Source: an optimization exercise on an open RTL-to-GDS flow (aim: small area, a short achievable clock period and few clock cycles). Production flows keep margins and buffers that such runs may drop. The RTL was checked by simulation tests, not by an equivalence proof against the original design. No activity file was given, so power comes from the tool's default toggle rates.

==> design.v <==
package pkt_loopback_pkg;
    typedef struct packed {
        logic                sop;
        logic                eop;
        logic [3-1:0] empty;
        logic [64-1:0]  data;
    } beat_t;
    typedef logic [$clog2(16 + 1)-1:0] beat_idx_t;
    typedef enum logic [1:0] {
        st_idle,
        st_load,
        st_send,
        st_done
    } tx_state_e;
endpackage
`timescale 1ns/1ns
module pkt_loopback_top (
    input  logic  rd_clk,
    input  logic  rd_rst_n,
    input  logic  link_up,
    input  logic  rx_valid,
    input  pkt_loopback_pkg::beat_t rx_beat,
    output logic  tx_valid,
    output pkt_loopback_pkg::beat_t tx_beat,
    input  logic  tx_ready
);
    localparam int N = 15;           
    localparam int W = 64 + 3 + 1;    
    logic [W-1:0] mem [N];
    logic [N-1:0] wr_oh;             
    logic [N-1:0] rd_oh;             
    logic [W-1:0] wr_word;
    assign wr_word = {rx_beat.eop,
                      rx_beat.empty & {3{rx_beat.eop}},
                      rx_beat.data + 64'(1)};
    always_ff @(posedge rd_clk) begin
        for (int i = 0; i < N; i++) begin
            if (rx_valid && wr_oh[i]) begin
                mem[i] <= wr_word;
            end
        end
    end
    logic         out_full;          
    logic         next_sop;          
    logic [W-1:0] out_word;
    logic         out_sop;
    logic         accept;
    logic         load;
    logic         out_full_nxt;
    logic         ne;                
    logic         one;               
    logic [N-1:0] sel;               
    logic [W-1:0] out_word_nxt;
    assign accept       = tx_valid && tx_ready;
    assign load         = ne && (!out_full || accept);
    assign out_full_nxt = load || (out_full && !accept);
    assign one          = |({rd_oh[N-2:0], rd_oh[N-1]} & wr_oh);
    assign sel          = rd_oh & {N{load}};
    always_comb begin
        out_word_nxt = out_word & {W{!load}};
        for (int i = 0; i < N; i++) begin
            out_word_nxt = out_word_nxt | (mem[i] & {W{sel[i]}});
        end
    end
    always_ff @(posedge rd_clk or negedge rd_rst_n) begin
        if (!rd_rst_n) begin
            wr_oh    <= N'(1);
            rd_oh    <= N'(1);
            ne       <= 1'b0;
            out_full <= 1'b0;
            tx_valid <= 1'b0;
            next_sop <= 1'b1;
        end else begin
            if (rx_valid) begin
                wr_oh <= {wr_oh[N-2:0], wr_oh[N-1]};
            end
            if (load) begin
                rd_oh    <= {rd_oh[N-2:0], rd_oh[N-1]};
                next_sop <= out_word_nxt[W-1];
            end
            ne       <= rx_valid || (ne && !(load && one));
            out_full <= out_full_nxt;
            tx_valid <= out_full_nxt && link_up;
        end
    end
    always_ff @(posedge rd_clk) begin
        out_word <= out_word_nxt;
        out_sop  <= load ? next_sop : out_sop;
    end
    assign tx_beat = {out_sop, out_word};
endmodule
==> run.sh <==
#!/bin/bash
# synth_recipe.tcl (not shown) runs the flow's synth.tcl, then flattens the netlist and writes it again
# the make line also repeats each setting of config.mk as NAME=value (left out here)
make -C /OpenROAD-flow-scripts/flow DESIGN_CONFIG=/design/flow/config.mk WORK_HOME=/design/flow/orfs CLKGATE_MAP_FILE= SYNTH_SCRIPT=/design/flow/synth_recipe.tcl finish
==> config.mk <==
export PLATFORM = sky130hd
export DESIGN_NAME = pkt_loopback_top
export DESIGN_NICKNAME = pkt_loopback_top
export VERILOG_FILES = /design/flow/design.v
export SDC_FILE = /design/flow/constraint.sdc
export NUM_CORES = 4
export LEC_CHECK = 0
export ABC_CLOCK_PERIOD_IN_PS = 500
export CAP_MARGIN = 20
export CORE_MARGIN = 2
export CORE_UTILIZATION = 50
export SETUP_SLACK_MARGIN = 3.2
export SLEW_MARGIN = 20
==> constraint.sdc <==
create_clock -name core_clock -period 5.0 [get_ports {rd_clk}]
set_input_delay 1.0000 -clock core_clock [delete_from_list [all_inputs] [get_ports {rd_clk}]]
set_output_delay 1.0000 -clock core_clock [all_outputs]
set_load 0.01 [all_outputs]
==> results of run 1 <==
==> cells by family after synthesis <==
family | after synthesis
adder cells (fa/ha/maj) | 1
multiplexers | 15
flip-flops | 1123
AND/OR/NAND/NOR | 456
XOR/XNOR | 62
AO/OA/AOI/OAI | 560
buffers and inverters | 155
==> cell usage in the layout (no fill, tap or decap), types with 9 or more instances in the layout <==
| master | netlist | layout |
|---|---|---|
| edfxtp_1 | 1021 | 1021 |
| a22oi_1 | 362 | 349 |
| buf_4 | 1 | 150 |
| buf_6 | 0 | 144 |
| nand3_1 | 143 | 127 |
| clkbuf_16 | 0 | 121 |
| nor2_1 | 138 | 114 |
| buf_12 | 0 | 109 |
| a222oi_1 | 71 | 71 |
| nand2_1 | 81 | 66 |
| a31oi_1 | 59 | 58 |
| dfxtp_2 | 0 | 44 |
| xnor2_4 | 0 | 34 |
| nand4_1 | 29 | 29 |
| clkbuf_1 | 128 | 28 |
| buf_16 | 0 | 27 |
| clkinv_2 | 0 | 24 |
| dfxtp_4 | 0 | 24 |
| xor2_4 | 0 | 23 |
| a22o_1 | 21 | 21 |
| buf_8 | 0 | 21 |
| nor2_4 | 0 | 17 |
| clkinv_1 | 1 | 17 |
| dfrtp_1 | 31 | 17 |
| nor3_4 | 0 | 16 |
| and2_4 | 0 | 15 |
| mux2_2 | 15 | 15 |
| a221oi_1 | 25 | 14 |
| dfrtp_4 | 0 | 14 |
| a22oi_2 | 0 | 13 |
| and2_2 | 0 | 12 |
| nand3_4 | 0 | 11 |
| a221oi_2 | 0 | 11 |
| clkbuf_8 | 0 | 11 |
| nor4_4 | 2 | 10 |
| inv_1 | 10 | 10 |
| nand2_4 | 0 | 9 |
| clkdlybuf4s50_1 | 0 | 9 |
==> state kept, by name (all words and copies together) (netlist names) <==
| register | cells |
|---|---|
| out_sop | 1 |
| wr_oh | 15 |
| next_sop | 1 |
| mem | 1020 |
| tx_valid | 1 |
| out_full | 1 |
| rd_oh | 15 |
| out_word | 68 |
| ne | 1 |
==> critical path, delay by kind of cell <==
kind                      cells  cell delay, ps
and+or+nand+nor               4            1090
buffers and inverters         4             600
xor gates and xnor gates      1             210
==> worst paths after layout <==
path / from / endpoint / slack (ps) / cells after the start
min reg2reg: out_word[67]$_DFF_P_ / out_word[67]$_DFF_P_ / 490 / 2
max: rx_beat[14] / mem[11][42]$_DFFE_PP_ / 2490 / 9
max reg2reg: rd_oh[11]$_DFFE_PN0P_ / out_word[17]$_DFF_P_ / 3030 / 7
max in group asynchronous: rd_rst_n / rd_oh[2]$_DFFE_PN0P_ / 3860 / 1
min: rd_rst_n / rd_oh[1]$_DFFE_PN0P_ / 460 / 1
min in group core_clock: out_word[67]$_DFF_P_ / out_word[67]$_DFF_P_ / 490 / 2
==> power breakdown <==
part	internal, uW	switching (uW)
logic	430	440
registers	10300	79.1
clock network	4640	3540
==> per-stage QoR <==
| stage | utilization (%) | cells | total power, uW | worst slack [ps] | area [sq um] |
|---|---|---|---|---|---|
| CTS | 65.93 | 3951 | 19400 | 2726 | 53100 |
| finish | 67.20 | 4010 | 19440 | 2490 | 54130 |
| global route | 67.20 | 4009 | 19860 | 2514 | 54120 |
| floorplan | - | 2372 | 10790 | 2217 | 41790 |
| detailed placement | 55.45 | 3499 | 11160 | 699.4 | 44660 |
| global placement | 55.45 | 3499 | 11140 | 720.1 | 44660 |
==> area by class of cell <==
class                   count  area, sq um
clock buffers             151         3059
multi-input cells        1108         9460
well taps                1060         1326
clock inverters            58        485.5
repair buffers            495         6614
flip-flops and latches   1123        33080
fillers                  5163        26420
inverters                  11        67.56
repair inverters            2        32.53
diodes                      2        5.005
==> routing by layer <==
| layer | up-vias | track usage (%) | wire length, microns |
|---|---|---|---|
| met1 | 13760 | 47.19 | 51760 |
| li1 | 10730 | - | - |
| met3 | 364 | 6.923 | 18450 |
| met4 | 0 | 13.29 | 6376 |
| met2 | 2117 | 54.45 | 68170 |
| met5 | - | 0 | 0 |
==> timing repair <==
action | in CTS | in global routing
gates resized for setup | 1021 | 96
buffers inserted | 207 | 49
endpoints found under the setup margin | 2166 | 990
cloned | 36 | 8
pin swaps | 101 | 117
==> results.py, run 1 <==
metrics = {
    "outcome": {
        "status": "finished clean",
    },
    "global_routing": {
        "first_global_vias": 26010,
        "grt_usage_pct": 34.29,
        "gr-total-overflow": 0,
        "grt_first_pass_wirelength_mm": 197.7,
        "antenna_found_initial": 5,
        "grt_start_max_net_pins": 40,
    },
    "yosys": {
        "avgSynthCellArea_sq_um": 17.18,
        "muxShareOfSynthArea_pct": 0.4145,
        "synth_compound_area_share_pct": 10.66,
        "synth-simple-area-share_pct": 5.459,
        "synth-seq-cells": 1123,
        "yosys_warnings": 2,
        "synth_common_cells": "edfxtp_1, a22oi_1, nand3_1",
        "synthAdderAreaFrac_pct": 0.03070,
        "synth_top_family_by_area": "compound AO/OA/AOI/OAI gates",
        "yosysUniqueCellTypes": 41,
        "yosysTopAreaCellShare_pct": 75.23,
        "synth_nets": 2447,
        "synth_top_cell_by_area": "edfxtp_1",
        "netlist_area_sq_um": 40750,
        "yosysMostFrequentCell": "edfxtp_1",
        "synth_edf_count": 1021,
        "synth_xor_area_share_pct": 1.332,
        "ys_top_cells_by_area": "edfxtp_1, a22oi_1, dfxtp_1",
        "ys_seq_area_share_pct": 80.67,
        "ys.flop_type": "edfxtp_1",
        "synthArstFlopShare_pct": 3.028,
        "synth_cells": 2372,
    },
    "power": {
        "p_leak_uw": 0.01840,
        "p_per_area_nw_per_um2": 359.2,
        "worst_ir_drop_vdd_mv": 0.2913,
    },
    "routing": {
        "first_pass_iters": 6,
        "num_vias": 26970,
        "drt-vias-per-instance": 6.726,
        "route.detailed.drc": 0,
        "post_drt_wl_per_cell_microns": 36.10,
        "drtIter0Drc": 4211,
        "drtAntennaViolNets": 0,
        "wl_mm": 144.7,
    },
    "layout": {
        "syn_to_final_growth_pct": 32.81,
        "finalNetCount": 2927,
        "layout-drive-gt1-share_pct": 32.53,
    },
    "cts": {
        "cts-htree-levels": 3,
        "clk_path_buf_depth": 3,
        "clk_latency_ps": 690,
        "clk_pin_slew_ps": 60,
        "cts_buffers": 111,
        "root_buffer": "clkbuf_16",
        "cts.sinks": 1123,
        "postCtsHoldBufs": 0,
        "cts_tree": "yes",
    },
    "sta": {
        "final_hold_viol_count": 0,
        "holdWs_ps": 458.9,
        "finalMaxSlewViolations": 0,
        "fin_setup_tns_ps": 0,
        "worst_slew_pin_slew_ps": 919.7,
        "rsz0062_at_grt": "true",
        "final.setup_skew_ps": 24.15,
        "maxSlewHeadroom_pct": 38.69,
        "period_share_pct": 50.19,
        "max_freq_ghz": 0.3985,
        "post-route-min-period_ps": 2510,
        "finalSetupViolations": 0,
    },
    "setup_path": {
        "endpoint_kind": "flip-flop",
        "crit_required_ps": 5420,
        "cp_slowest_cell": "nor4_2",
        "start_kind": "input port",
        "path_class": "in2reg",
        "critical_path.max_stage_delay_ps": 370,
        "crit_chain": "buf_12 -> buf_4 -> nand3_2 -> nor4_2 -> buf_4 -> and3_4 -> nand4_1 -> xnor2_4 -> buf_12",
        "cp_max_fo": 15,
        "cp.arrival_ps": 2930,
    },
    "run": {
        "cap_viol_max_count": 0,
    },
    "min_path": {
        "hold_class": "in2async",
    },
    "die": {
        "initial_utilization_pct": 50.60,
        "rows": 104,
        "coreArea_sq_um": 80550,
        "io_pins": 144,
        "floorplan.die.width_microns": 289.5,
        "die_y_microns": 289.5,
        "die-area_sq_um": 83810,
    },
    "place": {
        "hpwl_mm": 62.26,
        "port_buffers": 142,
        "gp_congestion": 0.8318,
    },
}
Testbench counts, summed over its fixed seeds: cycles 4,712.
==> run 2, diff against run 1 <==
--- a/design.v
+++ b/design.v
@@ -28,6 +28,6 @@
     localparam int W = 64 + 3 + 1;    
     logic [W-1:0] mem [N];
-    logic [N-1:0] wr_oh;             
-    logic [N-1:0] rd_oh;             
+    logic [N-1:0] occ;               
+    logic [N-1:0] top;               
     logic [W-1:0] wr_word;
     assign wr_word = {rx_beat.eop,
@@ -35,10 +35,12 @@
                       rx_beat.data + 64'(1)};
     always_ff @(posedge rd_clk) begin
-        for (int i = 0; i < N; i++) begin
-            if (rx_valid && wr_oh[i]) begin
-                mem[i] <= wr_word;
+        if (rx_valid) begin
+            mem[0] <= wr_word;
+            for (int i = 1; i < N; i++) begin
+                mem[i] <= mem[i-1];
             end
         end
     end
+    assign top = occ & ~{1'b0, occ[N-1:1]};
     logic         out_full;          
     logic         next_sop;          
@@ -48,13 +50,10 @@
     logic         load;
     logic         out_full_nxt;
-    logic         ne;                
-    logic         one;               
     logic [N-1:0] sel;               
     logic [W-1:0] out_word_nxt;
     assign accept       = tx_valid && tx_ready;
-    assign load         = ne && (!out_full || accept);
+    assign load         = occ[0] && (!out_full || accept);
     assign out_full_nxt = load || (out_full && !accept);
-    assign one          = |({rd_oh[N-2:0], rd_oh[N-1]} & wr_oh);
-    assign sel          = rd_oh & {N{load}};
+    assign sel          = top & {N{load}};
     always_comb begin
         out_word_nxt = out_word & {W{!load}};
@@ -65,19 +64,17 @@
     always_ff @(posedge rd_clk or negedge rd_rst_n) begin
         if (!rd_rst_n) begin
-            wr_oh    <= N'(1);
-            rd_oh    <= N'(1);
-            ne       <= 1'b0;
+            occ      <= '0;
             out_full <= 1'b0;
             tx_valid <= 1'b0;
             next_sop <= 1'b1;
         end else begin
-            if (rx_valid) begin
-                wr_oh <= {wr_oh[N-2:0], wr_oh[N-1]};
-            end
+            case ({rx_valid, load})
+                2'b10:   occ <= {occ[N-2:0], 1'b1};
+                2'b01:   occ <= {1'b0, occ[N-1:1]};
+                default: occ <= occ;
+            endcase
             if (load) begin
-                rd_oh    <= {rd_oh[N-2:0], rd_oh[N-1]};
                 next_sop <= out_word_nxt[W-1];
             end
-            ne       <= rx_valid || (ne && !(load && one));
             out_full <= out_full_nxt;
             tx_valid <= out_full_nxt && link_up;
--- a/config.mk
+++ b/config.mk
@@ -10,4 +10,4 @@
 export CORE_MARGIN = 2
 export CORE_UTILIZATION = 50
-export SETUP_SLACK_MARGIN = 3.2
+export SETUP_SLACK_MARGIN = 2.8
 export SLEW_MARGIN = 20
==> run 2 against run 1 <==
  * Final cell count is 8.5% lower
  * Clock skew hardly changed
  * Non-clock buffer count fell by 220
  * Register-to-register slack worse by 140 ps
  * First-iteration DRC count decreased by 16%
  * Die area fell by 1.5%
  * Hold slack got worse by 24 ps
  * Design area is 12% lower
  * Largest cell class unchanged
  * Still clean on timing, DRC and antenna
==> results.py, run 2 <==
metrics = {
    "sta": {
        "rsz0062_at_grt": "true",
        "final_hold_viol_count": 0,
        "finalSetupViolations": 0,
        "max_freq_ghz": 0.4566,
        "fin_setup_tns_ps": 0,
        "maxSlewHeadroom_pct": 36.99,
        "finalMaxSlewViolations": 0,
        "post-route-min-period_ps": 2190,
        "period_share_pct": 43.80,
        "worst_slew_pin_slew_ps": 945.1,
        "holdWs_ps": 435.1,
        "final.setup_skew_ps": 23.96,
    },
    "place": {
        "hpwl_mm": 58.16,
        "dpl_cell_area_sq_um": 43130,
        "gp_congestion": 0.8406,
        "port_buffers": 142,
    },
    "run": {
        "cap_viol_max_count": 0,
    },
    "min_path": {
        "hold_class": "reg2reg",
    },
    "layout": {
        "fin_area_sq_um": 47800,
        "layout_commonest_cell": "edfxtp_1",
        "layout-drive-gt1-share_pct": 20.83,
        "multi_input_area_sq_um": 7630,
        "largest-register": "mem",
        "nFillCells": 5911,
        "mostFrequentLayoutCells": "edfxtp_1, a22oi_1, clkbuf_16",
        "regArea_sq_um": 32590,
        "syn_to_final_growth_pct": 19.14,
        "finalNetCount": 2599,
        "largest_register_ffs": 1020,
        "top_regs": "mem (1020), out_word (68), occ (15)",
    },
    "yosys": {
        "ys.flop_type": "edfxtp_1",
        "synth_edf_count": 1021,
        "synth_nets": 2348,
        "avgSynthCellArea_sq_um": 17.66,
        "synth_cells": 2272,
        "synth_top_cell_by_area": "edfxtp_1",
        "yosysTopAreaCellShare_pct": 76.42,
        "ys_top_cells_by_area": "edfxtp_1, a22oi_1, dfxtp_1",
        "synth-seq-cells": 1107,
        "ys_seq_area_share_pct": 80.94,
        "netlist_area_sq_um": 40120,
        "synthArstFlopShare_pct": 1.626,
        "yosys_warnings": 2,
        "synth_common_cells": "edfxtp_1, a22oi_1, nand3_1",
        "yosysUniqueCellTypes": 53,
        "yosysMostFrequentCell": "edfxtp_1",
    },
    "power": {
        "p_seq_share_pct": 45.7,
        "p_per_area_nw_per_um2": 537.3,
        "worst_ir_drop_vdd_mv": 0.4028,
        "p_int_uw": 17800,
        "combPwrFrac_pct": 23.1,
        "switching_power_uw": 7879,
        "pwr-share-clk_pct": 31.2,
        "p_sw_share_pct": 30.68,
        "p_leak_uw": 0.01617,
    },
    "outcome": {
        "status": "finished clean",
    },
    "global_routing": {
        "first_global_vias": 23360,
        "grt_start_max_net_pins": 131,
        "grt_usage_pct": 25.95,
        "grt_first_pass_wirelength_mm": 156.2,
        "antenna_found_initial": 5,
        "gr-total-overflow": 0,
    },
    "routing": {
        "routed.top_layer": "met5",
        "wl_mm": 109.9,
        "route.met3.wl_mm": 12.02,
        "route.detailed.drc": 0,
        "drtIter0Drc": 3536,
        "drtAntennaViolNets": 0,
        "first_pass_iters": 6,
        "wl_met1_mm": 45.48,
        "num_vias": 23740,
        "drt-vias-per-instance": 6.471,
        "met2_length_mm": 49.49,
        "post_drt_wl_per_cell_microns": 29.95,
    },
    "cts": {
        "root_buffer": "clkbuf_16",
        "postCtsHoldBufs": 0,
        "clk_path_buf_depth": 3,
        "cts_tree": "yes",
        "cts-htree-levels": 3,
        "clk_latency_ps": 680,
        "cts.sinks": 1107,
        "clk_pin_slew_ps": 70,
        "cts_buffers": 108,
    },
    "setup_path": {
        "path_class": "in2reg",
        "cp_slowest_cell": "clkdlybuf4s50_1",
        "critical_path.max_stage_delay_ps": 420,
        "crit_chain": "clkdlybuf4s50_1 -> a21boi_2 -> nand2b_4 -> inv_16 -> buf_6 -> and2_4 -> clkbuf_16 -> a22oi_1 -> nand3_1",
        "crit_required_ps": 5540,
        "endpoint_kind": "flip-flop",
        "start_kind": "input port",
        "cp.arrival_ps": 2730,
        "cp_max_fo": 12,
        "crit_family": "buffers and inverters",
        "cp.buffers_inverters": 4,
    },
    "die": {
        "rows": 103,
        "die_y_microns": 287.3,
        "initial_utilization_pct": 50.62,
        "coreArea_sq_um": 79260,
        "floorplan.die.width_microns": 287.3,
        "die-area_sq_um": 82520,
        "io_pins": 144,
    },
}
-- run 2: cell families after synthesis --
group	share of synthesized area (%)
flip-flops	80.94
AO/OA/AOI/OAI	10.67
AND/OR/NAND/NOR	5.271
buffers and inverters	1.378
XOR/XNOR	1.354
multiplexers	0.3243
adder cells (fa/ha/maj)	0.06237
-- run 2: layout make-up --
cell class	count	area share, %
flip-flops and latches	1107	68.17
repair buffers	275	5.743
inverters	9	0.1099
repair inverters	1	0.01832
diodes	2	0.01047
clock buffers	145	6.159
multi-input cells	1021	15.96
clock inverters	59	1.076
well taps	1050	2.749
-- run 2: stage by stage --
step	utilization (%)	instances	total power, uW	setup WS (ps)
after floorplan	-	2272	14520	2414
after global placement	54.42	3379	17310	1209
after detailed placement	54.42	3379	17360	1201
after CTS	59.65	3642	25550	2756
after global routing	60.30	3668	26560	2768
final	60.31	3669	25680	2810
-- run 2: what timing repair did --
| action | CTS | global route |
|---|---|---|
| pin swaps | 18 | 16 |
| cloned | 5 | 7 |
| resized for setup | 490 | 113 |
| buffers inserted | 54 | 18 |
| endpoints found under the setup margin | 204 | 94 |
-- run 2: layer usage --
| metal | vias to the layer above | GRT usage, % |
|---|---|---|
| li1 | 9954 | - |
| met1 | 12210 | 37.92 |
| met2 | 1394 | 38.61 |
| met3 | 178 | 6.548 |
| met4 | 6 | 7.969 |
| met5 | - | 0 |
-- run 2: final timing paths --
path / endpoint / cells after the start / start / slack [ps]
setup / recovery: out_word[7]$_DFF_P_ / 9 / tx_ready / 2810
hold / removal: mem[5][56]$_DFFE_PP_ / 0 / mem[4][56]$_DFFE_PP_ / 440
setup reg to reg: out_word[49]$_DFF_P_ / 6 / occ[1]$_DFFE_PN0P_ / 2890
hold reg to reg: mem[5][56]$_DFFE_PP_ / 0 / mem[4][56]$_DFFE_PP_ / 440
max in group asynchronous: occ[14]$_DFFE_PN0P_ / 1 / rd_rst_n / 3560
min in group asynchronous: occ[0]$_DFFE_PN0P_ / 1 / rd_rst_n / 820
-- run 2: power by group through the flow --
stage | sequential [uW] | combinational, uW | clock (uW)
6_report | 11700 | 5940 | 8010
5_1_grt | 11800 | 6260 | 8500
4_1_cts | 11700 | 5690 | 8140
3_5_place_dp | 11800 | 5530 | 0
3_3_place_gp | 11800 | 5510 | 0
2_1_floorplan | 11600 | 2930 | 0
Testbench counts of run 2, summed over its fixed seeds: cycles 4,712.
==> run 3, diff against run 2 <==
--- a/config.mk
+++ b/config.mk
@@ -10,4 +10,6 @@
 export CORE_MARGIN = 2
 export CORE_UTILIZATION = 50
-export SETUP_SLACK_MARGIN = 2.8
+export CTS_CLUSTER_DIAMETER = 70
+export CTS_CLUSTER_SIZE = 24
+export SETUP_SLACK_MARGIN = 2.6
 export SLEW_MARGIN = 20
==> run 3 against run 2 <==
  * Global-route usage is 0.94 points lower
  * Still clean on timing, DRC and antenna
  * Synthesized area unchanged
  * Via count is 2.7% lower
  * Total power down 12%
  * Core utilization fell by 2.9 points
  * Clock power down 35%
  * Clock skew up 1.1 ps
==> results.py, run 3 <==
metrics = {
    "outcome": {
        "status": "finished clean",
    },
    "setup_path": {
        "path_class": "in2reg",
        "cp_max_fo": 4,
        "cp-startpoint": "rx_beat[46]",
        "start_kind": "input port",
        "cp.arrival_ps": 2870,
        "critical_path.max_stage_delay_ps": 570,
        "crit_chain": "clkdlybuf4s50_1 -> and4_1 -> nand3_2 -> or2_4 -> nor4_4 -> xor2_2",
        "worstReg2RegStart": "occ[7]$_DFFE_PN0P_",
        "endpoint_kind": "flip-flop",
        "crit_required_ps": 5460,
        "reg2reg_slack_ps": 2600,
        "cp_slowest_cell": "clkdlybuf4s50_1",
    },
    "yosys": {
        "muxShareOfSynthArea_pct": 0.3244,
        "synth-seq-cells": 1107,
        "synth_top_family_by_area": "compound AO/OA/AOI/OAI gates",
        "ys.flop_type": "edfxtp_1",
        "ys_top_cells_by_area": "edfxtp_1, a22oi_1, dfxtp_1",
        "synthArstFlopShare_pct": 1.626,
        "yosysMostFrequentCell": "edfxtp_1",
        "synth-simple-area-share_pct": 5.271,
        "yosysUniqueCellTypes": 53,
        "yosysTopAreaCellShare_pct": 76.42,
        "ys_seq_area_share_pct": 80.94,
        "synth_nets": 2348,
        "synth_common_cells": "edfxtp_1, a22oi_1, nand3_1",
        "avgSynthCellArea_sq_um": 17.66,
        "netlist_area_sq_um": 40120,
        "synth_edf_count": 1021,
        "yosys_warnings": 2,
        "synthAdderAreaFrac_pct": 0.06238,
        "synth_xor_area_share_pct": 1.354,
        "synth_top_cell_by_area": "edfxtp_1",
        "synth_compound_area_share_pct": 10.67,
        "synth_cells": 2272,
    },
    "routing": {
        "post_drt_wl_per_cell_microns": 29.85,
        "num_vias": 23110,
        "drtAntennaViolNets": 0,
        "drtIter0Drc": 3663,
        "drt-vias-per-instance": 6.550,
        "first_pass_iters": 9,
        "route.detailed.drc": 0,
        "wl_mm": 105.3,
    },
    "min_path": {
        "hold_class": "reg2reg",
        "worstHoldStart": "out_word[39]$_DFF_P_",
    },
    "cts": {
        "cts.sinks": 1107,
        "clk_pin_slew_ps": 90,
        "clk_latency_ps": 650,
        "cts-htree-levels": 2,
        "cts_buffers": 55,
        "postCtsHoldBufs": 0,
        "clk_path_buf_depth": 3,
        "root_buffer": "clkbuf_16",
        "cts_tree": "yes",
    },
    "global_routing": {
        "antenna_found_initial": 6,
        "first_global_vias": 22540,
        "grt_first_pass_wirelength_mm": 151.3,
        "gr-total-overflow": 0,
        "grt_usage_pct": 25.00,
        "grt_start_max_net_pins": 149,
    },
    "sta": {
        "max_freq_ghz": 0.4143,
        "finalSetupViolations": 0,
        "maxSlewHeadroom_pct": 34.04,
        "finalMaxSlewViolations": 0,
        "final_hold_viol_count": 0,
        "worst_slew_pin_slew_ps": 984.9,
        "post-route-min-period_ps": 2414,
        "holdWs_ps": 436.8,
        "final.setup_skew_ps": 25.06,
        "fin_setup_tns_ps": 0,
        "rsz0062_at_grt": "true",
        "period_share_pct": 48.27,
    },
    "power": {
        "p_int_uw": 15380,
        "p_per_area_nw_per_um2": 495.4,
        "worst_ir_drop_vdd_mv": 0.3534,
        "p_leak_uw": 0.01510,
        "switching_power_uw": 7164,
        "p_sw_share_pct": 31.78,
        "combPwrFrac_pct": 25.0,
        "p_seq_share_pct": 51.7,
        "pwr-share-clk_pct": 23.2,
    },
    "run": {
        "cap_viol_max_count": 0,
    },
    "die": {
        "rows": 103,
        "initial_utilization_pct": 50.62,
        "die_y_microns": 287.3,
        "coreArea_sq_um": 79260,
        "die-area_sq_um": 82520,
        "floorplan.die.width_microns": 287.3,
        "io_pins": 144,
    },
    "layout": {
        "mostFrequentLayoutCells": "edfxtp_1, a22oi_1, nand3_1",
        "largest-register": "mem",
        "nFillCells": 6054,
        "multi_input_area_sq_um": 7495,
        "layout_commonest_cell": "edfxtp_1",
        "layout-drive-gt1-share_pct": 10.42,
        "largest_register_ffs": 1020,
        "top_regs": "mem (1020), out_word (68), occ (15)",
        "finalNetCount": 2510,
        "syn_to_final_growth_pct": 13.41,
        "regArea_sq_um": 32500,
        "fin_cells": 3528,
    },
    "place": {
        "hpwl_mm": 58.13,
        "port_buffers": 142,
        "gp_congestion": 0.8652,
        "placed_cells": 3382,
    },
}
[run 3: changes by cell type in the layout (fill, tap and decap cells not counted), moves of 13 or more]
| cell | previous run | this run |
|---|---|---|
| buf_4 | 86 | 67 |
| clkbuf_2 | 22 | 0 |
| buf_6 | 29 | 6 |
| buf_2 | 47 | 0 |
| dlygate4sd2_1 | 18 | 81 |
| a22oi_2 | 21 | 0 |
| clkbuf_16 | 116 | 58 |
| dfxtp_4 | 14 | 1 |
| dfxtp_1 | 10 | 48 |
| clkdlybuf4s50_1 | 17 | 37 |
| a22oi_1 | 278 | 299 |
| clkinv_1 | 18 | 1 |
| dfxtp_2 | 44 | 19 |
| clkinv_2 | 23 | 2 |
[run 3: metrics by stage]
step | power [uW] | cell area (sq um) | setup WS [ps] | utilization [%]
finish | 22540 | 45500 | 2586 | 57.40
global placement | 17270 | 43090 | 1335 | 54.36
detailed placement | 17350 | 43110 | 1285 | 54.39
CTS | 22560 | 45260 | 2558 | 57.10
floorplan | 14500 | 40290 | 2413 | -
global route | 23380 | 45490 | 2534 | 57.40
[run 3: power by group through the flow]
stage	Sequential, uW	Clock, uW	Combinational [uW]
2_1_floorplan	11600	0	2910
3_5_place_dp	11900	0	5500
6_report	11700	5240	5650
5_1_grt	11700	5650	5980
4_1_cts	11700	5350	5530
3_3_place_gp	11800	0	5440
[run 3: kinds of logic (layout without fill, tap and decap cells)]
kind of cell / Yosys count / count (layout)
AOI/OAI and AO/OA: 545 / 545
xor gates and xnor gates: 62 / 62
DFF: 1107 / 1107
adders and majority gates: 2 / 2
other: 0 / 1
buffers and inverters: 144 / 346
muxes: 13 / 13
and+or+nand+nor: 399 / 402
[run 3: per-layer routing]
metal	wire, microns	global-route usage, %
met4	2334	6.302
met2	47830	37.59
met3	11690	6.103
met1	43410	36.93
met5	28	0
[run 3: cell type report]
cell class              instances  share of cell area, %
diodes                          1               0.005500
clock buffers                  90                  3.542
clock inverters                10                 0.3328
inverters                       9                 0.1100
multi-input cells            1024                  16.47
flip-flops and latches       1107                  71.44
well taps                    1050                  2.888
repair buffers                235                  5.170
repair inverters                2                0.03850
[run 3: timing repair]
| item | CTS | global route |
|---|---|---|
| buffers inserted | 29 | 10 |
| pin swaps | 11 | 14 |
| resized for setup | 141 | 44 |
| gates cloned | 5 | 1 |
| endpoints found under the setup margin | 204 | 56 |
[run 3: worst paths after layout]
check / cells past startpoint / end
min in group asynchronous: 1 / occ[3]$_DFFE_PN0P_
max in group asynchronous: 1 / occ[14]$_DFFE_PN0P_
hold reg to reg: 2 / out_word[39]$_DFF_P_
setup / recovery: 6 / mem[0][54]$_DFFE_PP_
hold / removal: 2 / out_word[39]$_DFF_P_
setup reg to reg: 6 / out_word[29]$_DFF_P_
[run 3: critical path: cells and delay by family]
family,cells,cell delay (ps)
buffers and inverters,1,570
XOR/XNOR,1,250
AND/OR/NAND/NOR,4,1050
==> run 4, diff against run 3 <==
==> design.v (replaced) <==
package pkt_loopback_pkg;
    typedef struct packed {
        logic                sop;
        logic                eop;
        logic [3-1:0] empty;
        logic [64-1:0]  data;
    } beat_t;
    typedef logic [$clog2(16 + 1)-1:0] beat_idx_t;
    typedef enum logic [1:0] {
        st_idle,
        st_load,
        st_send,
        st_done
    } tx_state_e;
endpackage
`timescale 1ns/1ns
module pkt_loopback_top (
    input  logic  rd_clk,
    input  logic  rd_rst_n,
    input  logic  link_up,
    input  logic  rx_valid,
    input  pkt_loopback_pkg::beat_t rx_beat,
    output logic  tx_valid,
    output pkt_loopback_pkg::beat_t tx_beat,
    input  logic  tx_ready
);
    localparam int N = 16;           
    localparam int W = 64 + 3 + 1;    
    logic [W-1:0] slot [N];
    logic [N-1:0] v;                 
    logic [N:0]   vacate;            
    logic [N-1:0] move;              
    logic [W-1:0] wr_word;
    logic         pop;
    logic         next_sop;          
    logic         out_sop;
    assign wr_word = {rx_beat.eop,
                      rx_beat.empty & {3{rx_beat.eop}},
                      rx_beat.data + 64'(1)};
    assign pop = tx_valid && tx_ready;
    always_comb begin
        vacate[N] = pop;
        for (int i = N - 1; i >= 0; i--) begin
            vacate[i] = vacate[i+1] || !v[i];
        end
        move[0] = rx_valid;
        for (int i = 1; i < N; i++) begin
            move[i] = v[i-1] && vacate[i];
        end
    end
    always_ff @(posedge rd_clk) begin
        if (move[0]) begin
            slot[0] <= wr_word;
        end
        for (int i = 1; i < N - 1; i++) begin
            if (move[i]) begin
                slot[i] <= slot[i-1];
            end
        end
    end
    always_ff @(posedge rd_clk) begin
        slot[N-1] <= (slot[N-2] & {W{move[N-1]}}) | (slot[N-1] & {W{!move[N-1]}});
        out_sop   <= move[N-1] ? next_sop : out_sop;
    end
    always_ff @(posedge rd_clk or negedge rd_rst_n) begin
        if (!rd_rst_n) begin
            v        <= '0;
            tx_valid <= 1'b0;
            next_sop <= 1'b1;
        end else begin
            for (int i = 0; i < N; i++) begin
                v[i] <= move[i] || (v[i] && !vacate[i+1]);
            end
            if (move[N-1]) begin
                next_sop <= slot[N-2][W-1];
            end
            tx_valid <= (move[N-1] || (v[N-1] && !pop)) && link_up;
        end
    end
    assign tx_beat = {out_sop, slot[N-1]};
endmodule
--- a/config.mk
+++ b/config.mk
@@ -10,6 +10,4 @@
 export CORE_MARGIN = 2
 export CORE_UTILIZATION = 50
-export CTS_CLUSTER_DIAMETER = 70
-export CTS_CLUSTER_SIZE = 24
 export SETUP_SLACK_MARGIN = 2.6
 export SLEW_MARGIN = 20
==> run 4 against run 3 <==
  * Worst setup slack worse by 47 ps
  * Synthesized cell count down 39%
  * Core utilization up 2.5 points
  * Global-route usage down 14 points
  * Clock power up 37%
  * Critical endpoint is now slot[0][53]$_DFFE_PP_
  * Largest cell class unchanged
==> results.py, run 4 <==
metrics = {
    "cts": {
        "postCtsHoldBufs": 0,
        "clk_pin_slew_ps": 60,
        "cts_tree": "yes",
        "clk_path_buf_depth": 3,
        "cts.sinks": 1107,
        "root_buffer": "clkbuf_16",
        "cts-htree-levels": 3,
        "clk_latency_ps": 630,
        "cts_buffers": 100,
    },
    "layout": {
        "layout_commonest_cell": "edfxtp_1",
        "largest-register": "slot",
        "final_util_pct": 59.95,
        "largest_register_ffs": 1020,
        "fin_area_sq_um": 41260,
        "layout-drive-gt1-share_pct": 13.64,
        "mostFrequentLayoutCells": "edfxtp_1, clkbuf_16, dlygate4sd2_1",
        "finalNetCount": 1734,
        "syn_to_final_growth_pct": 18.18,
        "top_regs": "slot (1020), v (16)",
    },
    "routing": {
        "wl_mm": 37.69,
        "route.detailed.drc": 0,
        "drt-vias-per-instance": 4.558,
        "drtIter0Drc": 763,
        "post_drt_wl_per_cell_microns": 14.11,
        "num_vias": 12180,
        "first_pass_iters": 4,
        "drtAntennaViolNets": 0,
    },
    "yosys": {
        "synth_nets": 1453,
        "ys_top_cells_by_area": "edfxtp_1, dfrtp_1, xnor2_1",
        "synth_cells": 1378,
        "yosysMostFrequentCell": "edfxtp_1",
        "yosysUniqueCellTypes": 41,
        "ys_seq_area_share_pct": 94.95,
        "synth-seq-cells": 1107,
        "yosys_warnings": 2,
        "avgSynthCellArea_sq_um": 25.34,
        "synth_top_cell_by_area": "edfxtp_1",
        "synth_edf_count": 1089,
        "yosysTopAreaCellShare_pct": 93.66,
        "netlist_area_sq_um": 34910,
        "synth_common_cells": "edfxtp_1, nand2_1, xnor2_1",
        "synthArstFlopShare_pct": 1.626,
        "ys.flop_type": "edfxtp_1",
    },
    "setup_path": {
        "crit_required_ps": 5370,
        "path_class": "in2reg",
        "reg2reg_slack_ps": 2860,
        "cp_max_fo": 3,
        "worstReg2RegStart": "v[12]$_DFF_PN0_",
        "endpoint_kind": "flip-flop",
        "cp.arrival_ps": 2830,
        "start_kind": "input port",
        "cp-startpoint": "rx_beat[43]",
    },
    "sta": {
        "post-route-min-period_ps": 2461,
        "fin_setup_tns_ps": 0,
        "period_share_pct": 49.22,
        "maxSlewHeadroom_pct": 43.10,
        "final_hold_viol_count": 0,
        "rsz0062_at_grt": "true",
        "finalMaxSlewViolations": 0,
        "worst_slew_pin_slew_ps": 850.8,
        "finalSetupViolations": 0,
        "final.setup_skew_ps": 14.99,
        "max_freq_ghz": 0.4063,
    },
    "global_routing": {
        "grt_usage_pct": 10.96,
        "antenna_found_initial": 3,
        "grt_first_pass_wirelength_mm": 62.80,
        "first_global_vias": 12350,
        "grt_start_max_net_pins": 71,
        "gr-total-overflow": 0,
    },
    "place": {
        "port_buffers": 142,
        "hpwl_mm": 22.82,
        "dpl_cell_area_sq_um": 37710,
        "gp_congestion": 0.8630,
    },
    "outcome": {
        "status": "finished clean",
    },
    "die": {
        "io_pins": 144,
        "floorplan.die.width_microns": 268.3,
        "die_y_microns": 268.3,
        "initial_utilization_pct": 50.73,
        "coreArea_sq_um": 68830,
        "rows": 96,
        "die-area_sq_um": 71960,
    },
    "min_path": {
        "worstHoldStart": "slot[5][14]$_DFFE_PP_",
        "hold_class": "reg2reg",
    },
    "run": {
        "cap_viol_max_count": 0,
    },
    "power": {
        "worst_ir_drop_vdd_mv": 0.2527,
        "p_per_area_nw_per_um2": 453.9,
        "p_leak_uw": 0.01390,
        "total_power_uw": 18730,
    },
}
run 4: cell count changes in the layout (fill, tap and decap cells not counted), moves of 38 or more:
cell,delta
buf_4,-42
clkbuf_16,+42
o22ai_1,-38
nand3_1,-93
dfxtp_1,-48
a222oi_1,-80
a22oi_1,-299
edfxtp_1,+68
nand2_1,-73
run 4: final cells by class:
| class | instances | area [sq um] |
|---|---|---|
| clock inverters | 60 | 559.3 |
| fillers | 4664 | 27560 |
| clock buffers | 121 | 2581 |
| flip-flops and latches | 1107 | 33150 |
| well taps | 931 | 1165 |
| inverters | 11 | 41.29 |
| diodes | 3 | 7.507 |
| repair buffers | 181 | 1734 |
| multi-input cells | 258 | 2022 |
run 4: worst paths after layout:
check / to / depth (start not counted)
min in group asynchronous: v[2]$_DFF_PN0_ / 1
hold reg to reg: slot[6][14]$_DFFE_PP_ / 0
hold / removal: slot[6][14]$_DFFE_PP_ / 0
setup / recovery: slot[0][53]$_DFFE_PP_ / 6
max in group asynchronous: v[14]$_DFF_PN0_ / 1
setup reg to reg: slot[11][60]$_DFFE_PP_ / 4
run 4: cell families after synthesis:
logic type | count (synthesis) | share of synthesized area, %
xor+xnor | 62 | 1.555
compound gates | 11 | 0.2257
simple gates | 181 | 2.996
buf+inv | 15 | 0.2007
fa+ha+maj | 1 | 0.03583
flops | 1107 | 94.95
mux | 1 | 0.03225
run 4: what timing repair did:
item | in CTS | in global routing
setup endpoints to repair | 617 | 687
cloned | 2 | 0
pin swaps | 17 | 15
resized for setup | 130 | 46
endpoints found under the hold margin | 0 | 0
buffers inserted | 15 | 7
run 4: stage by stage:
step / instances / hold WS (ps) / setup slack, ps
6_report: 2672 / 402.4 / 2539
5_1_grt: 2672 / 414.8 / 2506
4_1_cts: 2662 / 405.4 / 2534
3_5_place_dp: 2464 / 404.5 / 1235
3_3_place_gp: 2464 / 403.9 / 1271
2_1_floorplan: 1378 / 400.3 / 1999
run 4: per-layer routing:
metal	routed length (microns)	GRT usage [%]	vias up	share of wire, %
met5	0	0	-	0
met2	18500	17.33	263	49
met4	1640	6.719	0	4.4
met1	15560	13.67	5738	41
met3	1988	2.886	109	5.3
li1	-	-	6068	-
run 4: where the power goes:
| group | total, uW | internal [uW] | switching, uW |
|---|---|---|---|
| clock | 7180 | 4190 | 3000 |
| combinational | 467 | 136 | 331 |
| sequential | 11100 | 10900 | 137 |
| total | 18700 | 15300 | 3460 |
run 4: worst max-delay path, stage by stage:
cell and delay [ps]:
clkdlybuf4s50_1 530, nand2_2 90, or2_1 230, or4_4 620
nor4_4 250, xor2_1 110
Testbench counts of run 4, summed over its fixed seeds: cycles 4,916.
==> run 5, diff against run 4 <==
--- a/design.v
+++ b/design.v
@@ -37,5 +37,7 @@
     assign wr_word = {rx_beat.eop,
                       rx_beat.empty & {3{rx_beat.eop}},
-                      rx_beat.data + 64'(1)};
+                      rx_beat.data};
+    logic [W-1:0] inc_word;
+    assign inc_word = {slot[0][W-1:64], slot[0][64-1:0] + 64'(1)};
     assign pop = tx_valid && tx_ready;
     always_comb begin
@@ -53,5 +55,8 @@
             slot[0] <= wr_word;
         end
-        for (int i = 1; i < N - 1; i++) begin
+        if (move[1]) begin
+            slot[1] <= inc_word;
+        end
+        for (int i = 2; i < N - 1; i++) begin
             if (move[i]) begin
                 slot[i] <= slot[i-1];
--- a/config.mk
+++ b/config.mk
@@ -6,8 +6,7 @@
 export NUM_CORES = 4
 export LEC_CHECK = 0
-export ABC_CLOCK_PERIOD_IN_PS = 500
 export CAP_MARGIN = 20
 export CORE_MARGIN = 2
 export CORE_UTILIZATION = 50
-export SETUP_SLACK_MARGIN = 2.6
+export SETUP_SLACK_MARGIN = 2.9
 export SLEW_MARGIN = 20
==> run 5 against run 4 <==
  * Hold slack gained 3.2 ps
  * Die area did not move
  * Total power is 2.6% higher
  * Combinational power rose by 58%
  * Worst setup slack improved by 230 ps
  * First-iteration DRC count decreased by 1.3%
  * Clock skew increased by 2.8 ps
  * Highest routed layer unchanged
==> results.py, run 5 <==
metrics = {
    "outcome": {
        "status": "finished clean",
    },
    "cts": {
        "cts_buffers": 103,
        "cts-htree-levels": 3,
        "clk_path_buf_depth": 3,
        "cts.sinks": 1107,
        "postCtsHoldBufs": 0,
        "root_buffer": "clkbuf_16",
        "cts_tree": "yes",
        "clk_pin_slew_ps": 60,
        "clk_latency_ps": 650,
    },
    "layout": {
        "mostFrequentLayoutCells": "edfxtp_1, clkbuf_16, buf_2",
        "syn_to_final_growth_pct": 19.99,
        "num_antenna_cells": 0,
        "top_regs": "slot (1020), v (16)",
        "largest_register_ffs": 1020,
        "layout-drive-gt1-share_pct": 19.61,
        "layout_commonest_cell": "edfxtp_1",
        "finalNetCount": 1778,
        "largest-register": "slot",
    },
    "yosys": {
        "synth_top_family_by_area": "simple AND/OR/NAND/NOR gates",
        "ys_top_cells_by_area": "edfxtp_1, dfrtp_1, xnor2_1",
        "synth_nets": 1453,
        "synth_edf_count": 1089,
        "synthArstFlopShare_pct": 1.626,
        "synth_cells": 1378,
        "ys.flop_type": "edfxtp_1",
        "yosysUniqueCellTypes": 41,
        "synth-seq-cells": 1107,
        "yosysMostFrequentCell": "edfxtp_1",
        "synth_top_cell_by_area": "edfxtp_1",
        "avgSynthCellArea_sq_um": 25.34,
        "synth_xor_area_share_pct": 1.555,
        "synth-simple-area-share_pct": 2.996,
        "yosysTopAreaCellShare_pct": 93.66,
        "synthAdderAreaFrac_pct": 0.03584,
        "netlist_area_sq_um": 34910,
        "synth_common_cells": "edfxtp_1, nand2_1, xnor2_1",
        "ys_seq_area_share_pct": 94.95,
        "synth_compound_area_share_pct": 0.2258,
        "yosys_warnings": 2,
        "muxShareOfSynthArea_pct": 0.03225,
    },
    "sta": {
        "max_freq_ghz": 0.4476,
        "rsz0062_at_grt": "true",
        "fin_setup_tns_ps": 0,
        "finalSetupViolations": 0,
        "final_hold_viol_count": 0,
        "fin_ws_ps": 2766,
        "period_share_pct": 44.68,
        "post-route-min-period_ps": 2234,
        "final.setup_skew_ps": 17.84,
        "maxSlewHeadroom_pct": 39.30,
        "finalMaxSlewViolations": 0,
        "worst_slew_pin_slew_ps": 907.6,
    },
    "routing": {
        "drt-vias-per-instance": 4.536,
        "drtIter0Drc": 753,
        "drtAntennaViolNets": 0,
        "first_pass_iters": 4,
        "post_drt_wl_per_cell_microns": 15.04,
        "wl_mm": 40.84,
        "num_vias": 12320,
        "route.detailed.drc": 0,
    },
    "setup_path": {
        "path_class": "reg2out",
        "cp_slowest_cell": "edfxtp_1",
        "reg2reg_slack_ps": 2860,
        "cp_max_fo": 1,
        "crit_family": "flip-flops",
        "start_kind": "flip-flop",
        "cp.arrival_ps": 1230,
        "crit_required_ps": 4000,
        "critical_path.max_stage_delay_ps": 420,
        "cp.buffers_inverters": 1,
        "endpoint_kind": "output port",
        "crit_chain": "buf_2",
    },
    "die": {
        "die-area_sq_um": 71960,
        "initial_utilization_pct": 50.73,
        "rows": 96,
        "die_y_microns": 268.3,
        "io_pins": 144,
        "floorplan.die.width_microns": 268.3,
        "coreArea_sq_um": 68830,
    },
    "run": {
        "cap_viol_max_count": 0,
    },
    "global_routing": {
        "first_global_vias": 12450,
        "grt_start_max_net_pins": 71,
        "gr-total-overflow": 0,
        "antenna_found_initial": 0,
        "grt_usage_pct": 10.96,
        "grt_first_pass_wirelength_mm": 62.56,
    },
    "min_path": {
        "hold_class": "reg2reg",
    },
    "power": {
        "p_leak_uw": 0.01399,
        "worst_ir_drop_vdd_mv": 0.2996,
        "p_per_area_nw_per_um2": 458.5,
    },
    "place": {
        "port_buffers": 142,
        "hpwl_mm": 22.55,
        "post-place-ws_ps": 1499,
        "gp_congestion": 0.8215,
    },
}
run 5: power by group:
group	total, uW	leakage (uW)	internal (uW)	switching, uW
combinational	736	0.00201	338	398
clock	7350	0.00157	4270	3080
sequential	11100	0.0104	10900	183
run 5: kinds of logic after synthesis:
family | count (synthesis)
muxes | 1
and+or+nand+nor | 181
buffers and inverters | 15
adders and majority gates | 1
AOI/OAI and AO/OA | 11
DFF | 1107
xor gates and xnor gates | 62
run 5: stage by stage:
| step | instances | util [%] | area [sq um] | power, uW | hold WS [ps] |
|---|---|---|---|---|---|
| floorplan | 1378 | - | 35030 | 11520 | 400.3 |
| global placement | 2466 | 54.81 | 37730 | 11750 | 405.6 |
| detailed placement | 2466 | 54.81 | 37730 | 11790 | 404.5 |
| CTS | 2678 | 59.69 | 41080 | 19250 | 400.5 |
| global route | 2716 | 60.87 | 41900 | 19930 | 408.8 |
| finish | 2716 | 60.87 | 41900 | 19210 | 405.6 |
run 5: layout make-up:
type | instances | area [sq um]
Sequential cell | 1107 | 33150
Clock buffer | 131 | 2725
Tap cell | 931 | 1165
Inverter | 11 | 41.29
Multi-Input combinational cell | 256 | 2022
Timing Repair Buffer | 224 | 2270
Clock inverter | 56 | 519.2
Fill cell | 4559 | 26930
run 5: worst paths after layout:
kind | start | cells past startpoint | endpoint
worst max register to register | v[14]$_DFF_PN0_ | 9 | slot[2][52]$_DFFE_PP_
worst max-delay path | flip-flop | 1 | tx_beat[14]
max in group asynchronous | rd_rst_n | 1 | tx_valid$_DFF_PN0_
worst min-delay path | slot[6][48]$_DFFE_PP_ | 0 | slot[7][48]$_DFFE_PP_
min in group asynchronous | rd_rst_n | 1 | v[8]$_DFF_PN0_
worst min register to register | slot[6][48]$_DFFE_PP_ | 0 | slot[7][48]$_DFFE_PP_
run 5: timing repair:
item | CTS | global route
resized for setup | 324 | 38
setup endpoints to repair | 968 | 716
setup buffers | 21 | 14
cloned | 4 | 24
pin swaps | 8 | 13
run 5: routing by layer:
| metal | vias up | routed length [microns] | GRT usage [%] |
|---|---|---|---|
| met5 | - | 0 | 0 |
| met4 | 0 | 1623 | 5.858 |
| met3 | 123 | 1714 | 2.877 |
| met2 | 238 | 20800 | 17.35 |
| met1 | 5800 | 16710 | 14.04 |
| li1 | 6158 | - | - |
Testbench counts of run 5, summed over its fixed seeds: cycles 4,916.
==> run 6, diff against run 5 <==
--- a/config.mk
+++ b/config.mk
@@ -9,4 +9,4 @@
 export CORE_MARGIN = 2
 export CORE_UTILIZATION = 50
-export SETUP_SLACK_MARGIN = 2.9
+export SETUP_SLACK_MARGIN = 2.7
 export SLEW_MARGIN = 20
==> run 6 against run 5 <==
  * Core utilization down 1.3 points
  * Largest cell class unchanged
  * Clock-buffer cell count is the same
  * Still clean on timing, DRC and antenna
  * Critical path depth stayed put
  * Maximum frequency shrank 0.25%
  * Final cell count decreased by 1.8%
==> results.py, run 6 <==
metrics = {
    "layout": {
        "syn_to_final_growth_pct": 17.39,
        "largest_register_ffs": 1020,
        "finalNetCount": 1729,
        "layout-drive-gt1-share_pct": 15.90,
        "largest-register": "slot",
        "fin_cells": 2667,
        "mostFrequentLayoutCells": "edfxtp_1, clkbuf_16, clkdlybuf4s50_1",
        "num_antenna_cells": 0,
        "top_regs": "slot (1020), v (16)",
        "nFillCells": 4661,
        "layout_commonest_cell": "edfxtp_1",
    },
    "yosys": {
        "synth_cells": 1378,
        "yosysTopAreaCellShare_pct": 93.66,
        "netlist_area_sq_um": 34910,
        "synth-seq-cells": 1107,
        "yosysUniqueCellTypes": 41,
        "synth_common_cells": "edfxtp_1, nand2_1, xnor2_1",
        "synth_top_cell_by_area": "edfxtp_1",
        "synthArstFlopShare_pct": 1.626,
        "avgSynthCellArea_sq_um": 25.34,
        "ys_top_cells_by_area": "edfxtp_1, dfrtp_1, xnor2_1",
        "synth_nets": 1453,
        "ys_seq_area_share_pct": 94.95,
        "yosysMostFrequentCell": "edfxtp_1",
        "ys.flop_type": "edfxtp_1",
        "synth_edf_count": 1089,
        "yosys_warnings": 2,
    },
    "setup_path": {
        "cp_slowest_cell": "edfxtp_1",
        "critical_path.max_stage_delay_ps": 370,
        "crit_path_end": "tx_beat[65]",
        "rr_worst_depth": 5,
        "reg2reg_slack_ps": 2800,
        "start_kind": "flip-flop",
        "cp.arrival_ps": 1240,
        "worstReg2RegStart": "slot[0][16]$_DFFE_PP_",
        "cp_max_fo": 1,
        "crit_required_ps": 4000,
        "endpoint_kind": "output port",
        "reg2reg_to": "slot[1][63]$_DFFE_PP_",
        "worst-path-stages": 1,
        "crit_chain": "clkdlybuf4s15_2",
        "path_class": "reg2out",
        "crit_family": "flip-flops",
        "cp.buffers_inverters": 1,
    },
    "sta": {
        "fin_setup_tns_ps": 0,
        "finalMaxSlewViolations": 0,
        "fin_ws_ps": 2760,
        "period_share_pct": 44.80,
        "final_hold_viol_count": 0,
        "post-route-min-period_ps": 2240,
        "finalSetupViolations": 0,
        "holdWs_ps": 406.0,
        "maxSlewHeadroom_pct": 41.47,
        "max_freq_ghz": 0.4465,
        "worst_slew_pin_slew_ps": 875.2,
        "rsz0062_at_grt": "true",
        "final.setup_skew_ps": 17.11,
    },
    "outcome": {
        "status": "finished clean",
    },
    "routing": {
        "post_drt_wl_per_cell_microns": 13.84,
        "wl_mm": 36.91,
        "routed.top_layer": "met4",
        "wl_met1_mm": 16.00,
        "num_vias": 11950,
        "route.met3.wl_mm": 1.696,
        "drt-vias-per-instance": 4.480,
        "drtAntennaViolNets": 0,
        "met2_length_mm": 17.68,
        "first_pass_iters": 6,
        "drtIter0Drc": 685,
        "route.detailed.drc": 0,
    },
    "place": {
        "gp_congestion": 0.8215,
        "port_buffers": 142,
        "post-place-ws_ps": 1499,
        "hpwl_mm": 22.55,
        "placed_cells": 2466,
    },
    "power": {
        "switching_power_uw": 3555,
        "p_leak_uw": 0.01356,
        "p_per_area_nw_per_um2": 462.0,
        "pwr-share-clk_pct": 38.7,
        "total_power_uw": 18940,
        "p_seq_share_pct": 58.8,
        "combPwrFrac_pct": 2.6,
        "p_sw_share_pct": 18.77,
        "p_int_uw": 15380,
        "worst_ir_drop_vdd_mv": 0.2999,
    },
    "die": {
        "rows": 96,
        "die_y_microns": 268.3,
        "coreArea_sq_um": 68830,
        "initial_utilization_pct": 50.73,
        "floorplan.die.width_microns": 268.3,
        "io_pins": 144,
        "die-area_sq_um": 71960,
    },
    "cts": {
        "cts_buffers": 103,
        "clk_latency_ps": 640,
        "postCtsHoldBufs": 0,
        "cts.sinks": 1107,
        "clk_pin_slew_ps": 60,
        "cts-htree-levels": 3,
        "root_buffer": "clkbuf_16",
        "clk_path_buf_depth": 3,
        "cts_tree": "yes",
    },
    "global_routing": {
        "first_global_vias": 12270,
        "gr-total-overflow": 0,
        "grt_first_pass_wirelength_mm": 61.27,
        "grt_usage_pct": 10.66,
        "grt_start_max_net_pins": 71,
        "antenna_found_initial": 0,
    },
    "min_path": {
        "hold_class": "reg2reg",
    },
    "run": {
        "cap_viol_max_count": 0,
    },
}
-- run 6: cell count changes in the layout (fill, tap and decap cells not counted), sizes merged --
cell / before / now
clkdlybuf4s15: 0 / 14
dlymetal6s2s: 0 / 1
clkbuf: 150 / 164
buf: 135 / 57
-- run 6: power by group through the flow --
stage / clock [uW] / combinational (uW) / sequential (uW)
detailed placement: 0 / 459 / 11300
global placement: 0 / 441 / 11300
CTS: 7570 / 475 / 11100
global route: 7950 / 541 / 11200
floorplan: 0 / 252 / 11300
finish: 7320 / 488 / 11100
-- run 6: area by class of cell --
class                      instances  area (sq um)  share of cell area [%]
clock buffer                     131          2725                   6.649
clock inverter                    56         519.2                   1.267
inverter                          11         41.29                  0.1007
multi-input combinational        256          1873                   4.570
sequential                      1107         33150                   80.88
tap                              931          1165                   2.842
timing repair buffer             175          1511                   3.688
-- run 6: what timing repair did --
item,in CTS,in global routing
resized for setup,218,45
cloned,0,4
endpoints found under the setup margin,813,707
buffers inserted,9,1
pin swaps,4,4
-- run 6: routing by layer --
| layer | track usage [%] | vias up |
|---|---|---|
| met1 | 13.93 | 5528 |
| li1 | - | 6053 |
| met3 | 2.831 | 122 |
| met4 | 5.526 | 0 |
| met5 | 0 | - |
| met2 | 16.63 | 246 |
-- run 6: worst reg2reg max path, delay by kind of cell (launching register included) --
| family | cells | cell delay [ps] |
|---|---|---|
| XOR/XNOR | 1 | 100 |
| flip-flops | 1 | 450 |
| AND/OR/NAND/NOR | 4 | 1380 |
-- run 6: how the worst min path moves through the flow --
stage / cells after the start / startpoint / end
floorplan: 0 / slot[14][28]$_DFFE_PP_ / flip-flop
global placement: 0 / slot[14][12]$_DFFE_PP_ / flip-flop
detailed placement: 0 / slot[14][64]$_DFFE_PP_ / flip-flop
CTS: 0 / slot[7][14]$_DFFE_PP_ / slot[8][14]$_DFFE_PP_
global route: 0 / slot[6][17]$_DFFE_PP_ / slot[7][17]$_DFFE_PP_
finish: 0 / slot[6][48]$_DFFE_PP_ / slot[7][48]$_DFFE_PP_
-- run 6: stage by stage --
step | utilization (%) | cell area (sq um)
3_5_place_dp | 54.81 | 37730
3_3_place_gp | 54.81 | 37730
5_1_grt | 59.55 | 40990
6_report | 59.55 | 40990
2_1_floorplan | - | 35030
4_1_cts | 59.71 | 41090
-- run 6: cells by family (layout without fill, tap and decap cells) --
family          Yosys count  count (layout)  share of synthesized area [%]
flops                  1107            1107                          94.95
simple gates            181             181                          2.996
xor+xnor                 62              62                          1.555
buf+inv                  15             373                         0.2007
compound gates           11              11                         0.2257
fa+ha+maj                 1               1                        0.03583
mux                       1               1                        0.03225
==> run 7, diff against run 6 <==
--- a/config.mk
+++ b/config.mk
@@ -9,4 +9,6 @@
 export CORE_MARGIN = 2
 export CORE_UTILIZATION = 50
-export SETUP_SLACK_MARGIN = 2.7
+export CTS_CLUSTER_DIAMETER = 70
+export CTS_CLUSTER_SIZE = 24
+export SETUP_SLACK_MARGIN = 2.9
 export SLEW_MARGIN = 20
==> run 7 against run 6 <==
  * Clock skew increased by 11 ps
  * Largest power group unchanged
  * Core utilization shrank 0.73 points
  * Clock power decreased by 35%
==> results.py, run 7 <==
metrics = {
    "setup_path": {
        "crit_required_ps": 4000,
        "worstReg2RegStart": "v[13]$_DFF_PN0_",
        "reg2reg_to": "slot[2][18]$_DFFE_PP_",
        "rr_worst_depth": 9,
        "cp_max_fo": 1,
        "cp_slowest_cell": "edfxtp_1",
        "cp.buffers_inverters": 1,
        "critical_path.max_stage_delay_ps": 430,
        "path_class": "reg2out",
        "crit_family": "flip-flops",
        "reg2reg_slack_ps": 2850,
        "endpoint_kind": "output port",
        "crit_chain": "buf_2",
        "start_kind": "flip-flop",
        "cp.arrival_ps": 1210,
    },
    "cts": {
        "cts_buffers": 53,
        "cts_tree": "yes",
        "clk_path_buf_depth": 3,
        "cts-htree-levels": 2,
        "cts.sinks": 1107,
        "root_buffer": "clkbuf_16",
        "clk_pin_slew_ps": 90,
        "clk_latency_ps": 630,
    },
    "layout": {
        "finalNetCount": 1743,
        "layout_commonest_cell": "edfxtp_1",
        "syn_to_final_growth_pct": 15.96,
        "layout-drive-gt1-share_pct": 16.97,
        "largest-register": "slot",
        "nFillCells": 4681,
        "largest_register_ffs": 1020,
        "mostFrequentLayoutCells": "edfxtp_1, clkbuf_16, buf_2",
        "num_antenna_cells": 0,
        "fin_area_sq_um": 40490,
        "top_regs": "slot (1020), v (16)",
    },
    "sta": {
        "max_freq_ghz": 0.4518,
        "post-route-min-period_ps": 2213,
        "final_hold_viol_count": 0,
        "maxSlewHeadroom_pct": 37.24,
        "worst_slew_pin_slew_ps": 938.5,
        "finalMaxSlewViolations": 0,
        "final.setup_skew_ps": 28.06,
        "fin_setup_tns_ps": 0,
        "finalSetupViolations": 0,
        "rsz0062_at_grt": "true",
        "period_share_pct": 44.27,
    },
    "yosys": {
        "netlist_area_sq_um": 34910,
        "synth-seq-cells": 1107,
        "avgSynthCellArea_sq_um": 25.34,
        "synth_edf_count": 1089,
        "synthArstFlopShare_pct": 1.626,
        "yosysTopAreaCellShare_pct": 93.66,
        "yosysMostFrequentCell": "edfxtp_1",
        "yosysUniqueCellTypes": 41,
        "ys_top_cells_by_area": "edfxtp_1, dfrtp_1, xnor2_1",
        "ys_seq_area_share_pct": 94.95,
        "synth_nets": 1453,
        "ys.flop_type": "edfxtp_1",
        "synth_cells": 1378,
        "yosys_warnings": 2,
        "synth_common_cells": "edfxtp_1, nand2_1, xnor2_1",
        "synth_top_cell_by_area": "edfxtp_1",
    },
    "global_routing": {
        "grt_usage_pct": 10.53,
        "gr-total-overflow": 0,
        "first_global_vias": 11950,
        "grt_first_pass_wirelength_mm": 60.70,
        "antenna_found_initial": 0,
        "grt_start_max_net_pins": 71,
    },
    "die": {
        "floorplan.die.width_microns": 268.3,
        "coreArea_sq_um": 68830,
        "io_pins": 144,
        "initial_utilization_pct": 50.73,
        "die-area_sq_um": 71960,
        "rows": 96,
        "die_y_microns": 268.3,
    },
    "routing": {
        "post_drt_wl_per_cell_microns": 15.67,
        "drt-vias-per-instance": 4.550,
        "wl_mm": 41.17,
        "drtIter0Drc": 689,
        "first_pass_iters": 4,
        "route.detailed.drc": 0,
        "num_vias": 11960,
        "drtAntennaViolNets": 0,
    },
    "min_path": {
        "worstHoldStart": "slot[4][32]$_DFFE_PP_",
        "hold_path_depth": 0,
        "hold_class": "reg2reg",
        "min_to": "slot[5][32]$_DFFE_PP_",
    },
    "power": {
        "worst_ir_drop_vdd_mv": 0.2419,
        "p_per_area_nw_per_um2": 409.1,
        "p_leak_uw": 0.01332,
    },
    "place": {
        "gp_congestion": 0.8215,
        "port_buffers": 142,
        "hpwl_mm": 22.55,
        "dpl_cell_area_sq_um": 37730,
    },
    "outcome": {
        "status": "finished clean",
    },
    "run": {
        "cap_viol_max_count": 0,
    },
}
run 7: cell counts after synthesis:
No cell type changed its count.
run 7: through the flow:
| step | worst slack [ps] | hold WS (ps) | util, % | instances | power, uW |
|---|---|---|---|---|---|
| floorplan | 1999 | 400.3 | - | 1378 | 11520 |
| global placement | 1535 | 405.6 | 54.81 | 2466 | 11750 |
| detailed placement | 1499 | 404.5 | 54.81 | 2466 | 11790 |
| CTS | 2707 | 402.3 | 57.33 | 2574 | 16600 |
| global route | 2718 | 416.4 | 58.83 | 2628 | 17220 |
| finish | 2787 | 394.5 | 58.83 | 2628 | 16560 |
run 7: power breakdown:
group	total, uW	switching, uW	internal (uW)
registers	11100	179	10900
logic	731	395	336
clock network	4730	2530	2190
run 7: metal layers:
metal  GRT usage, %  up-vias  part of all wire (%)
met5              0        -                     0
met1          13.72     5691                    40
li1               -     6018                     -
met4          4.877        0                   3.0
met2          17.38      173                    54
met3          1.933       76                   3.4
run 7: kinds of logic (layout without fill, tap and decap cells):
| group | count (synthesis) | in the layout | share of synthesized area (%) |
|---|---|---|---|
| flops | 1107 | 1107 | 94.95 |
| xor+xnor | 62 | 62 | 1.555 |
| compound gates | 11 | 13 | 0.2257 |
| simple gates | 181 | 181 | 2.996 |
| fa+ha+maj | 1 | 1 | 0.03583 |
| mux | 1 | 1 | 0.03225 |
| buf+inv | 15 | 332 | 0.2007 |
run 7: area by class of cell:
cell class / instances / area [sq um] / share of cell area (%)
Clock buffer: 76 / 1495 / 3.693
Timing Repair Buffer: 237 / 2532 / 6.255
Clock inverter: 8 / 102.6 / 0.2534
Tap cell: 931 / 1165 / 2.877
Sequential cell: 1107 / 33150 / 81.88
Multi-Input combinational cell: 258 / 1998 / 4.935
Inverter: 11 / 41.29 / 0.1020
run 7: repair_timing:
action | 4_1_cts | 5_1_grt
gates cloned | 4 | 40
endpoints found under the setup margin | 1006 | 799
buffers inserted | 20 | 14
hold endpoints to repair | 0 | 0
hold buffers | 0 | 0
pin swaps | 8 | 12
gates resized for setup | 326 | 50
run 7: worst max path at each step:
stage                   start                    end  slack [ps]  cells after the start
floorplan            tx_ready   slot[1][0]$_DFFE_PP_        2000                      5
global placement     tx_ready  slot[1][59]$_DFFE_PP_        1540                      7
detailed placement   tx_ready  slot[1][51]$_DFFE_PP_        1500                      7
CTS                 flip-flop            tx_beat[14]        2710                      1
global route        flip-flop            tx_beat[15]        2720                      1
finish              flip-flop            tx_beat[14]        2790                      1

static timing again, ports no longer ideal:
The results above use ideal ports. As a check the final layouts listed here were re-extracted and re-timed, cells and wires unchanged. Step 1: set_driving_cell puts a clkbuf_16 on rd_clk and a buf_2 on each other input, an assumption about the parent block. Step 2, shift: input delay + t, output delay - t, t = (earliest + latest rising clock arrival at the registers) / 2. This alone moves slack from input paths to output paths. Slacks: ideal / step 1 / step 2; pairs: ideal / step 1.
run | shift t [ns] | slack for setup (ns) | worst setup path after step 2 | worst register clock-pin slew, ns | pins driven straight from the clock port
run 1 | 0.754 | 2.490 / 2.493 / 1.739 | input to register | 0.07 / 0.07 | 1
run 2 | 0.733 | 2.810 / 2.750 / 2.052 | input to register | 0.07 / 0.07 | 1
run 3 | 0.706 | 2.586 / 2.582 / 1.923 | input to register | 0.10 / 0.10 | 1
run 4 | 0.678 | 2.539 / 2.527 / 1.849 | input to register | 0.06 / 0.06 | 1
run 5 | 0.692 | 2.766 / 2.712 / 2.250 | input to register | 0.06 / 0.06 | 1
run 6 | 0.685 | 2.760 / 2.708 / 2.285 | input to register | 0.06 / 0.06 | 1
run 7 | 0.671 | 2.787 / 2.732 / 2.242 | input to register | 0.09 / 0.09 | 1
After both steps every run listed still meets setup and hold. The setup slack of run 2, which loses most, moves by -0.060 ns with the drivers and by -0.758 ns with both steps.
